This is an optimization exercise on Yosys and OpenROAD, whose aim is small area, not a production implementation. Only simulation tests tie the RTL to the original design; equivalence was not proved.

Setup of v38:
==> module neural_network, before the edit <==
module neural_network (
    input  logic        clk,
    input  logic        reset,
    input  logic        changes,
    input  logic [7:0]  data_in,
    output logic [7:0]  network_outputs
);
    nn_pkg::state_t state_reg;
    logic           changes_q_reg;
    logic [31:0]    xn_sr_reg;      
    logic [191:0]   p_sr_reg;
    logic [2:0]     x_cnt_reg;
    logic [4:0]     p_cnt_reg;
    logic           f3_q_reg;
    logic           f1_q_reg;
    logic [8:0]     h_q_reg;
    logic [3:0]     out_reg;
    logic chg_rise, in_p, in_c, shift_x, shift_p;
    assign chg_rise = changes & ~changes_q_reg;
    assign in_p     = (state_reg == nn_pkg::LOAD_P);
    assign in_c     = (state_reg == nn_pkg::COMPUTE);
    assign shift_x  = (state_reg == nn_pkg::LOAD_X) & ~changes;
    assign shift_p  = in_p & ~changes;
    function automatic logic gt_const(input logic [4:0] c, input int k);
        gt_const = 1'b0;
        for (int b = 0; b < 5; b++)
            gt_const = ((k >> b) & 1) ? (c[b] & gt_const) : (c[b] | gt_const);
    endfunction
    logic [23:0] p_ok;
    logic [3:0]  x_ok;
    generate
        for (genvar k = 0; k < 24; k++) begin : g_pok
            assign p_ok[k] = gt_const(p_cnt_reg, k);
        end
        for (genvar k = 0; k < 4; k++) begin : g_xok
            assign x_ok[k] = gt_const({2'b00, x_cnt_reg}, k);
        end
    endgenerate
    function automatic logic [7:0] lane(input int k);
        lane = p_sr_reg[k*8 +: 8];
    endfunction
    logic sa, sb, sc;
    assign sa = in_p & ~changes;
    assign sb = in_p &  changes;
    assign sc = in_c;
    logic [31:0] f_wn;
    logic [7:0]  f_b, f_th;
    logic        f_fire;
    generate
        for (genvar i = 0; i < 4; i++) begin : g_fw
            logic ma, mb, mc;
            assign ma = sa & x_ok[i] & p_ok[17+i];
            assign mb = sb & x_ok[i] & p_ok[6+i];
            assign mc = sc & x_ok[i] & p_ok[12+i];
            assign f_wn[i*8 +: 8] = ~((lane(17+i) & {8{ma}}) | (lane(6+i) & {8{mb}})
                                    | (lane(12+i) & {8{mc}}));
        end
    endgenerate
    assign f_b  = (lane(21) & {8{sa & p_ok[21]}}) | (lane(10) & {8{sb & p_ok[10]}})
                | (lane(16) & {8{sc & p_ok[16]}});
    assign f_th = (lane(22) & {8{sa & p_ok[22]}}) | (lane(11) & {8{sb & p_ok[11]}})
                | (lane(17) & {8{sc & p_ok[17]}});
    nn_neuron u_f (
        .xn_flat (xn_sr_reg),
        .wn_flat (f_wn),
        .b       (f_b),
        .thn     (~f_th),
        .fire   (f_fire)
    );
    logic [15:0] h_xn, h_wn;
    logic [7:0]  h_e1, h_e2, h_s;
    logic        h_ge;
    generate
        for (genvar i = 0; i < 2; i++) begin : g_hw
            logic m0, m1;
            assign m0 = ~in_c & x_ok[i]   & p_ok[i];
            assign m1 =  in_c & x_ok[i+2] & p_ok[i+2];
            assign h_wn[i*8 +: 8] = ~((lane(i) & {8{m0}}) | (lane(i+2) & {8{m1}}));
            assign h_xn[i*8 +: 8] = in_c ? xn_sr_reg[(i+2)*8 +: 8] : xn_sr_reg[i*8 +: 8];
        end
    endgenerate
    assign h_e1 = in_c ? h_q_reg[7:0] : (lane(4) & {8{p_ok[4]}});
    assign h_e2 = in_c ? 8'h00 : ~(lane(5) & {8{p_ok[5]}});
    nn_half u_h (
        .xn_flat (h_xn),
        .wn_flat (h_wn),
        .e1     (h_e1),
        .e2     (h_e2),
        .s      (h_s),
        .ge     (h_ge)
    );
    assign network_outputs = {4'b0000, out_reg};
    always_ff @(posedge clk) begin
        if (shift_x)
            xn_sr_reg <= {xn_sr_reg[23:0], ~data_in};
        if (shift_p)
            p_sr_reg <= {p_sr_reg[183:0], data_in};
        f1_q_reg <= f_fire;
        f3_q_reg <= f1_q_reg;
        h_q_reg  <= {h_ge, h_s};
    end
    always_ff @(posedge clk or posedge reset) begin
        if (reset) begin
            state_reg     <= nn_pkg::LOAD_X;
            changes_q_reg <= 1'b0;
            x_cnt_reg     <= '0;
            p_cnt_reg     <= '0;
            out_reg       <= '0;
        end else begin
            changes_q_reg <= changes;
            if (shift_x && x_cnt_reg != 3'd4)
                x_cnt_reg <= x_cnt_reg + 3'd1;
            if (shift_p && p_cnt_reg != 5'd24)
                p_cnt_reg <= p_cnt_reg + 5'd1;
            case (state_reg)
                nn_pkg::LOAD_X:  if (chg_rise) state_reg <= nn_pkg::LOAD_P;
                nn_pkg::LOAD_P:  if (chg_rise) state_reg <= nn_pkg::COMPUTE;
                nn_pkg::COMPUTE: begin
                    out_reg   <= {f3_q_reg, f_fire, f1_q_reg, h_q_reg[8] | h_ge};
                    state_reg <= nn_pkg::DONE;
                end
                default:         if (chg_rise) state_reg <= nn_pkg::LOAD_X;
            endcase
        end
    end
endmodule
clock: 10.0 ns
lec_check: 0
cap_margin: 10
core_margin: 2
core_utilization: 40
place_density: 0.7
slew_margin: 10
synth_hierarchical: 1
standard.sh (not shown) runs the stock make flow with config.mk's settings and CLKGATE_MAP_FILE= SYNTH_SCRIPT=/design/flow/synth_recipe.tcl, a recipe that flattens the netlist after the stock synthesis.
==> flow/flow/run.sh <==
#!/bin/bash
# Standard ORFS flow (the standard.sh) with some layout options:
#  - timing-driven global placement keeps none of its resizer changes
#  - port buffers of the smallest buffer cell
#  - CTS without dummy loads
set -euo pipefail
bash standard.sh \
  GPL_KEEP_OVERFLOW=0 \
  "BUFFER_PORTS_ARGS=-buffer_cell sky130_fd_sc_hd__buf_1" \
  "CTS_ARGS=-sink_clustering_enable -repair_clock_nets -sink_clustering_size 10 -sink_clustering_max_diameter 40 -buf_list sky130_fd_sc_hd__clkbuf_4 -dont_use_dummy_load" \
  finish > standard.log 2>&1
#### Input delta (v27 over v38)
diff --git a/flow/design.v b/flow/design.v
--- a/flow/design.v
+++ b/flow/design.v
@@ -524,12 +524,13 @@
     assign network_outputs = {4'b0000, out_reg};
     always_ff @(posedge clk) begin
         if (shift_x)
             xn_sr_reg <= {xn_sr_reg[23:0], ~data_in};
-        if (shift_p)
+        if (shift_p) begin
             p_sr_reg <= {p_sr_reg[183:0], data_in};
+            f3_q_reg <= f_fire;
+        end
         f1_q_reg <= f_fire;
-        f3_q_reg <= f1_q_reg;
         h_q_reg  <= {h_ge, h_s};
     end
     always_ff @(posedge clk or posedge reset) begin
         if (reset) begin
- v27 against v38: max-capacitance violation count now sits at about the same level, number of non-clock buffers -about 3%, post-route met1 wirelength climbed about 6%.
- v27 completed every stage of the flow, and the final layout passed the timing, DRC and antenna checks.

-- static timing again, ports no longer ideal --
No port has a modelled driver above. Below, the same layouts with a new extraction and two added sets of constraints.
Step 1: set_driving_cell puts a clkbuf_16 on clk and a buf_2 on each other input, an assumption about the parent block.
Step 2 also shifts input and output timing later by t, the mid clock arrival at the registers, as if the neighbouring blocks saw the same clock.
a / b / c = no drivers / after step 1 / after step 2; a / b = the first two.
run	shift t [ns]	setup WS [ns]	worst setup path after step 2	worst data-port slew with drivers (ns)	cell pins on the clock port's net
v38	0.689	0.792 / 0.811 / 0.122	input to register	0.04	1
v27	0.700	0.910 / 0.935 / 0.236	input to register	0.05	1
After both steps every run listed still meets setup and hold. The setup slack of v27, which loses most, moves by +0.025 ns with the drivers and by -0.674 ns with both steps.
